What follows belongs to an exercise in optimizing a design on an open flow for small area and a short achievable clock period; a production flow would make more cautious choices.
Where RTL was checked, it was by simulation tests only, not by an equivalence proof against the original.
No activity file was given, so power comes from the tool's default toggle rates.

// arp_cache
module arp_cache #(
  parameter int DEPTH     = 16,
  parameter int AGE_W     = 8,
  parameter int AGE_LIMIT = 200,
  parameter int TICK_DIV  = 16
) (
  input  logic                     i_clk,
  input  logic                     i_rst,
  input  logic                     i_upd_valid,
  input  logic [31:0]              i_upd_ip,
  input  logic [47:0]              i_upd_mac,
  input  logic                     i_seek_valid,
  input  logic [31:0]              i_seek_ip,
  input  logic                     i_flush,
  output logic                     o_seek_valid,
  output logic                     o_seek_hit,
  output logic [47:0]              o_seek_mac,
  output logic [$clog2(DEPTH):0]   o_count
);
For scale: ~1,600 flip-flops, about 170 I/O pins, roughly 68,000 um2 of cells after synthesis.
make LEC_CHECK=0 CAP_MARGIN=20 CORE_MARGIN=2 CORE_UTILIZATION=60 CTS_BUF_LIST='sky130_fd_sc_hd__clkbuf_4 sky130_fd_sc_hd__clkbuf_8' CTS_CLUSTER_SIZE=30 SETUP_SLACK_MARGIN=3.0 SLEW_MARGIN=20 finish   # period 6.0 ns
run.sh (not shown) runs the stock make flow with config.mk's settings and CLKGATE_MAP_FILE= SYNTH_SCRIPT=/design/flow/synth_recipe.tcl, a recipe that flattens the netlist after the stock synthesis.
Next try:
- CTS_BUF_LIST: sky130_fd_sc_hd__clkbuf_4 sky130_fd_sc_hd__clkbuf_8 -> sky130_fd_sc_hd__clkbuf_8 sky130_fd_sc_hd__clkbuf_16
- CTS_CLUSTER_DIAMETER: not set -> 80
- CTS_CLUSTER_SIZE: 30 -> 20
The changed run ran to the end with no violations.
Clock-buffer cell count is lower by 314.
Routed wire length is lower by 1.4%.
Total power is lower by 14%.
First-iteration DRC count is higher by 0.88%.
No functional check of the RTL was part of any run of this note.

---

Setup of onyx:
arp_cache, a different RTL version from the one above (not shown whole).
Size in the first run: about 4,500 cells after synthesis, about 1,600 flip-flops, roughly 67,000 sq um of cells after synthesis.
Settings: LEC_CHECK=0, CAP_MARGIN=20, CORE_MARGIN=2, CORE_UTILIZATION=40, CTS_BUF_LIST=sky130_fd_sc_hd__clkbuf_4 sky130_fd_sc_hd__clkbuf_8, CTS_CLUSTER_SIZE=30, SETUP_SLACK_MARGIN=3.0, SLEW_MARGIN=20, TNS_END_PERCENT=20; clock period 6.0 ns.
The inputs of garnet differ from those of onyx as listed below.
- clearing TNS_END_PERCENT, which used to be 20
==> flow/flow/run.sh (new file) <==
#!/bin/bash
# Standard synthesis and layout; the only change from the standard flow's own layout is that the port
# buffers are sky130_fd_sc_hd__buf_4 instead of the cell buffer_ports picks by default.
set -euo pipefail
bash standard.sh synth > synth.log 2>&1
bash standard.sh "BUFFER_PORTS_ARGS=-buffer_cell sky130_fd_sc_hd__buf_4" finish > layout.log 2>&1
==> flow/standard.sh (new file) <==
#!/bin/bash
# synth_recipe.tcl (not shown) runs the flow's synth.tcl, then flattens the netlist and writes it again
# the make line also repeats each setting of config.mk as NAME=value (left out here)
make -C /OpenROAD-flow-scripts/flow DESIGN_CONFIG=/design/flow/config.mk WORK_HOME=/design/flow/orfs CLKGATE_MAP_FILE= SYNTH_SCRIPT=/design/flow/synth_recipe.tcl "${@:-finish}"
removed: flow/run.sh
[summary]
Run comparison: garnet worst min-delay path class input port to flop; onyx worst min-delay path class flop to flop. On wire length: between garnet and onyx, it ends up lower for garnet. Delta(overall track demand over capacity in global routing, garnet - onyx) < 0. As far as post-synth design cell area goes, garnet and onyx are indistinguishable; the numbers are identical. Number of standard-cell rows in the floorplan came out exactly the same in garnet and onyx. Taking onyx as the reference, in garnet share of the clock period used by the worst path after layout comparable; wire length on met2 now smaller; maximum clock frequency comparable. dfrtp_4 as the slowest library cell on the worst path was reported by onyx, and fa_1 by garnet.
The following lists how amber was set up differently from garnet:
==> flow/run.sh (new file) <==
#!/bin/bash
# synth_recipe.tcl (not shown) runs the flow's synth.tcl, then flattens the netlist and writes it again
# the make line also repeats each setting of config.mk as NAME=value (left out here)
make -C /OpenROAD-flow-scripts/flow DESIGN_CONFIG=/design/flow/config.mk WORK_HOME=/design/flow/orfs CLKGATE_MAP_FILE= SYNTH_SCRIPT=/design/flow/synth_recipe.tcl finish
removed: flow/flow/run.sh
removed: flow/standard.sh
==> run summary <==
- Compared to garnet, the router laid down less metal wire for amber.
- Highest metal layer used by the detailed router: met5 -> amber, met4 -> garnet
- Between garnet and amber, the number of multi-input logic gates figures differ only marginally.
- Compared with garnet, in amber cell depth of the worst hold path ~0 delta; critical path depth +3.
- On filler cell count: between garnet and amber, it ends up higher for garnet.
- Worst setup slack: amber vs garnet up 0.016 ns
- Per the comparison of amber with garnet, switching power as a share of total power held steady, number of clock buffers in the layout grew by about 0.46%.
- [compare] base=garnet new=amber: average wire length per cell after detail routing decreased 2.7%; met2 routing resource usage after global routing -0.34 points; pin count of the biggest net entering global routing went up.
diff inputs: amber => ember
- CORE_UTILIZATION: 40 -> 50
### Flow results
ember finished end to end and its layout was clean on timing, DRC and antenna.
ember ended up with i_seek_ip[13] as its critical path startpoint; amber ended up with tick_cnt[0].
Looking at share of total power in combinational logic, ember sits 0.2 points higher than amber does.
In ember relative to amber, design area had gone up slightly.
Changes observed in ember relative to amber: final cell count -334, critical path depth decreased 4, slack of the critical path lost 0.049 ns, via count picked up an extra about 0.55%, inverter count went up by about 1%.
The area used by sequential logic in the layout was comparable across amber and ember.
Input-level comparison between cedar and ember:
- SETUP_SLACK_MARGIN: 3.0 -> 2.7
- CORE_UTILIZATION: 50 -> 40
## What came out
- Any difference in clock network area share between ember and cedar is small enough to ignore.
- Max highest cell delay on the worst timing path across ember and cedar: ember
- The critical-path cell with the highest stage delay comes out dlygate4sd2_1 in one run and or4_4 in the other, namely in cedar and ember respectively.
- Number of antenna violations at the first check in global routing in cedar is 9 above ember.
- cedar reached the final stage; the timing, design-rule and antenna checks on its layout passed.
- Overall die width came out higher on cedar than on ember.
- Summary — diode insertion count for antenna repair, cedar relative to ember: higher, by 4.

---

arp_cache, a different RTL version from the one above (not shown whole).
Size in the first run: about 4400 cells after synthesis, about 1600 flip-flops, roughly 170 I/O pins, ~68000 µm² of cells after synthesis.
Settings: LEC_CHECK=0, CAP_MARGIN=20, CORE_MARGIN=2, CORE_UTILIZATION=40, CTS_BUF_LIST=sky130_fd_sc_hd__clkbuf_4 sky130_fd_sc_hd__clkbuf_8, CTS_CLUSTER_SIZE=30, SETUP_SLACK_MARGIN=3.5, SLEW_MARGIN=20; clock period 6.0 ns.
Stock flow here: none of the scripts above is used.
The first run completed without violations.
==> next run, changes <==
- SETUP_SLACK_MARGIN: 3.5 -> 3.0
=> Global-route usage came out lower by 2.1 points; register-to-register slack gets worse by 0.05 ns; core utilization decreases by 2.1 points; clock-buffer cell count rose by 8; wire length goes down by 8.0%; die area is unchanged; total power went down by 0.78%; sequential power stays flat; clock skew climbs by 0.022 ns.
Function was not checked in any run of this note: the RTL went through the layout flow alone.

---

RTL: one of the versions met above, not the one the previous note started from.
For scale: about 170 I/O pins.
// arp_cache
module arp_cache #(
  parameter int DEPTH     = 16,
  parameter int AGE_W     = 8,
  parameter int AGE_LIMIT = 200,
  parameter int TICK_DIV  = 16
) (
  input  logic                     i_clk,
  input  logic                     i_rst,
  input  logic                     i_upd_valid,
  input  logic [31:0]              i_upd_ip,
  input  logic [47:0]              i_upd_mac,
  input  logic                     i_seek_valid,
  input  logic [31:0]              i_seek_ip,
  input  logic                     i_flush,
  output logic                     o_seek_valid,
  output logic                     o_seek_hit,
  output logic [47:0]              o_seek_mac,
  output logic [$clog2(DEPTH):0]   o_count
);
make LEC_CHECK=0 CAP_MARGIN=20 CORE_MARGIN=2 CORE_UTILIZATION=40 CTS_BUF_LIST='sky130_fd_sc_hd__clkbuf_4 sky130_fd_sc_hd__clkbuf_8' CTS_CLUSTER_SIZE=30 SETUP_SLACK_MARGIN=3.3 SLEW_MARGIN=20 TNS_END_PERCENT=20 finish   # period 6.0 ns
Next try:
- CORE_UTILIZATION: 40 -> 60
- CTS_BUF_LIST: sky130_fd_sc_hd__clkbuf_4 sky130_fd_sc_hd__clkbuf_8 -> sky130_fd_sc_hd__clkbuf_8 sky130_fd_sc_hd__clkbuf_16
- CTS_CLUSTER_DIAMETER: unset -> 80
- CTS_CLUSTER_SIZE: 30 -> 20
- SETUP_SLACK_MARGIN: 3.3 -> 3.0
- TNS_END_PERCENT: 20 -> unset
What happened: Flip-flop and latch count stays the same; setup slack improves by 40 ps; count of clock-buffer cells in the layout is lower by 338; global-route usage is higher by 11 points; non-clock buffer count is higher by 10; synthesized area is unchanged; clock power is lower by 36%; sequential share of layout area is higher by 2.7 points; combinational power hardly moves.

---

The RTL this note starts from:
==> flow/design.v <==
module arp_cache #(
  parameter int DEPTH     = 16,
  parameter int AGE_W     = 8,
  parameter int AGE_LIMIT = 200,
  parameter int TICK_DIV  = 16
) (
  input  logic                     i_clk,
  input  logic                     i_rst,
  input  logic                     i_upd_valid,
  input  logic [31:0]              i_upd_ip,
  input  logic [47:0]              i_upd_mac,
  input  logic                     i_seek_valid,
  input  logic [31:0]              i_seek_ip,
  input  logic                     i_flush,
  output logic                     o_seek_valid,
  output logic                     o_seek_hit,
  output logic [47:0]              o_seek_mac,
  output logic [$clog2(DEPTH):0]   o_count
);
  localparam int IDX_W = $clog2(DEPTH);
  localparam int TCK_W = $clog2(TICK_DIV);
  logic flush;
  assign flush = i_flush;
  logic [31:0]      tbl_ip  [DEPTH];
  logic [47:0]      tbl_mac [DEPTH];
  logic [AGE_W-1:0] tbl_exp [DEPTH];
  logic [DEPTH-1:0] tbl_valid;
  logic             s1_valid, s1_byp;
  logic [DEPTH-1:0] s1_m, last_wsel;
  logic [31:0]      s1_ip;
  logic [47:0]      s1_mac;
  logic [TCK_W-1:0] tick_cnt;
  logic [AGE_W-1:0] gtick, gtick_n;
  logic             tick;
  logic [IDX_W-1:0] victim;
  logic [2:0]       grp_cnt [4];
  logic             upd_acc, bypass, s1_hit, any_free, adv, seek_hit_c;
  logic [AGE_W-1:0] exp_new;
  logic [DEPTH-1:0] wsel, expire, keep, upd_m, seek_m, vnext, free_oh, vict_oh;
  logic [2:0]       keep_cnt [4];
  logic [3:0]       grp_add;
  logic [47:0]      seek_mac_c;   
  logic [47:0]      seek_mac_n;   
  logic [IDX_W:0]   cnt_c;
  assign gtick_n = gtick + AGE_W'(tick);
  assign upd_acc = i_upd_valid && (i_upd_ip != 32'd0) && !flush;
  assign bypass  = s1_valid && (s1_ip == i_upd_ip);
  assign exp_new = gtick_n + AGE_W'(AGE_LIMIT - 1);
  always_comb begin
    s1_hit   = s1_byp | (|s1_m);
    any_free = ~&tbl_valid;
    for (int i = 0; i < DEPTH; i++) begin
      free_oh[i] = ~tbl_valid[i];
      for (int j = 0; j < i; j++) free_oh[i] = free_oh[i] & tbl_valid[j];
      vict_oh[i] = (victim == IDX_W'(i));
      wsel[i]    = s1_valid & (s1_m[i] | (s1_byp & last_wsel[i])
                              | (~s1_hit & (any_free ? free_oh[i] : vict_oh[i])));
    end
    adv = s1_valid & ~s1_hit & ~any_free;
  end
  always_comb begin
    for (int i = 0; i < DEPTH; i++) begin
      expire[i] = tick & tbl_valid[i] & (tbl_exp[i] == gtick);
      upd_m[i]  = tbl_valid[i] & (tbl_ip[i] == i_upd_ip);
      seek_m[i] = i_seek_valid & tbl_valid[i] & (tbl_ip[i] == i_seek_ip);
      keep[i]   = tbl_valid[i] & ~expire[i];
      vnext[i]  = wsel[i] | keep[i];
    end
  end
  always_comb begin
    seek_hit_c = |seek_m;
    seek_mac_c = '0;
    for (int i = 0; i < DEPTH; i++)
      seek_mac_c = seek_mac_c | ({48{seek_m[i]}} & ~tbl_mac[i]);
  end
  always_comb begin
    for (int g = 0; g < 4; g++) begin
      keep_cnt[g] = 3'(keep[4*g]) + 3'(keep[4*g+1]) + 3'(keep[4*g+2]) + 3'(keep[4*g+3]);
      grp_add[g]  = |(wsel[4*g +: 4] & ~keep[4*g +: 4]);
    end
  end
  always_comb begin
    cnt_c = '0;
    for (int g = 0; g < 4; g++) cnt_c = cnt_c + (IDX_W + 1)'(grp_cnt[g]);
  end
  always_ff @(posedge i_clk or posedge i_rst) begin
    if (i_rst) s1_valid <= 1'b0;
    else       s1_valid <= upd_acc;
  end
  always_ff @(posedge i_clk) begin
    s1_byp    <= bypass;
    s1_m      <= upd_m;
    last_wsel <= wsel;
    s1_ip  <= i_upd_ip;
    s1_mac <= i_upd_mac;
  end
  for (genvar i = 0; i < DEPTH; i++) begin : g_ent
    always_ff @(posedge i_clk) begin
      if (wsel[i]) begin
        tbl_ip[i]  <= s1_ip;
        tbl_mac[i] <= s1_mac;
        tbl_exp[i] <= exp_new;
      end
    end
  end
  always_ff @(posedge i_clk or posedge i_rst) begin
    if (i_rst) begin
      tbl_valid <= '0;
      for (int g = 0; g < 4; g++) grp_cnt[g] <= '0;
    end else if (flush) begin
      tbl_valid <= '0;
      for (int g = 0; g < 4; g++) grp_cnt[g] <= '0;
    end else begin
      tbl_valid <= vnext;
      for (int g = 0; g < 4; g++)
        grp_cnt[g] <= grp_add[g] ? keep_cnt[g] + 3'd1 : keep_cnt[g];
    end
  end
  always_ff @(posedge i_clk or posedge i_rst) begin
    if (i_rst) begin
      victim       <= '0;
      tick_cnt     <= '0;
      tick         <= 1'b0;
      gtick        <= '0;
      o_seek_valid <= 1'b0;
      o_seek_hit   <= 1'b0;
      seek_mac_n   <= '0;
      o_count      <= '0;
    end else begin
      if (flush)
        victim <= '0;
      else if (adv)
        victim <= victim + IDX_W'(1);
      tick_cnt     <= tick_cnt + TCK_W'(1);
      tick         <= (tick_cnt == TCK_W'(TICK_DIV - 2));
      gtick        <= gtick_n;
      o_seek_valid <= i_seek_valid;
      o_seek_hit   <= seek_hit_c;
      seek_mac_n   <= seek_mac_c;
      o_count      <= cnt_c;
    end
  end
  assign o_seek_mac = ~seek_mac_n;
endmodule
Settings: LEC_CHECK=0, CAP_MARGIN=20, CORE_MARGIN=2, CORE_UTILIZATION=40, CTS_BUF_LIST=sky130_fd_sc_hd__clkbuf_4 sky130_fd_sc_hd__clkbuf_8, CTS_CLUSTER_SIZE=30, SETUP_SLACK_MARGIN=3.0, SLEW_MARGIN=20; clock period 6.0 ns.
Next try:
==> flow/flow/run.sh (new file) <==
#!/bin/bash
# Standard synthesis and layout; the only change from the standard flow's own layout is that the port
# buffers are sky130_fd_sc_hd__buf_4 instead of the cell buffer_ports picks by default.
set -euo pipefail
bash standard.sh synth > synth.log 2>&1
bash standard.sh "BUFFER_PORTS_ARGS=-buffer_cell sky130_fd_sc_hd__buf_4" finish > layout.log 2>&1
==> flow/standard.sh (new file) <==
#!/bin/bash
# synth_recipe.tcl (not shown) runs the flow's synth.tcl, then flattens the netlist and writes it again
# the make line also repeats each setting of config.mk as NAME=value (left out here)
make -C /OpenROAD-flow-scripts/flow DESIGN_CONFIG=/design/flow/config.mk WORK_HOME=/design/flow/orfs CLKGATE_MAP_FILE= SYNTH_SCRIPT=/design/flow/synth_recipe.tcl "${@:-finish}"
removed: flow/run.sh
Cell count went down by 1.1%.
Setup slack hardly moves.
Worst hold slack got worse by 0.17 ns.
Final area went down by 0.57%.
Non-clock buffer count went down by 86.
Synthesized area does not change.
Maximum frequency stays flat.

==> separate check: timing with driven ports <==
No port has a modelled driver above. Below, the same layouts with a new extraction and two added sets of constraints. Step 1 sets driving cells, clkbuf_16 on the clock port and buf_2 on the other inputs (assumed; they add their load-dependent delay and slew). Step 2 times the ports against the registers' clock, not the clock port: input delays grow and output delays shrink by t, the midpoint of the rising clock arrivals with the driver on. Slacks: ideal ports / drivers / drivers and shift; pairs: ideal ports / drivers.
run	t, ns	slack for setup (ns)	cell pins on the clock port's net
the first run of note 1	1.007	2.812 / 2.812 / 1.956	1
the second run of note 1	0.812	2.789 / 2.816 / 2.004	1
onyx	1.042	2.821 / 2.821 / 1.888	1
garnet	1.067	2.829 / 2.829 / 1.841	1
amber	1.058	2.845 / 2.845 / 1.906	1
ember	1.048	2.796 / 2.851 / 1.802	1
cedar	1.048	2.639 / 2.662 / 1.614	1
the first run of note 3	1.051	2.983 / 2.978 / 2.121	1
the second run of note 3	1.081	2.932 / 2.932 / 1.861	1
the first run of note 4	1.050	2.719 / 2.786 / 1.736	1
the second run of note 4	0.805	2.759 / 2.759 / 2.110	1
the first run of note 5	1.063	2.572 / 2.572 / 1.844	1
the second run of note 5	1.079	2.570 / 2.570 / 1.913	1
After both steps every run listed still meets setup and hold. For the second run of note 3, which loses most, drivers alone change the setup slack by 0.000 ns; drivers and shift together by -1.071 ns.
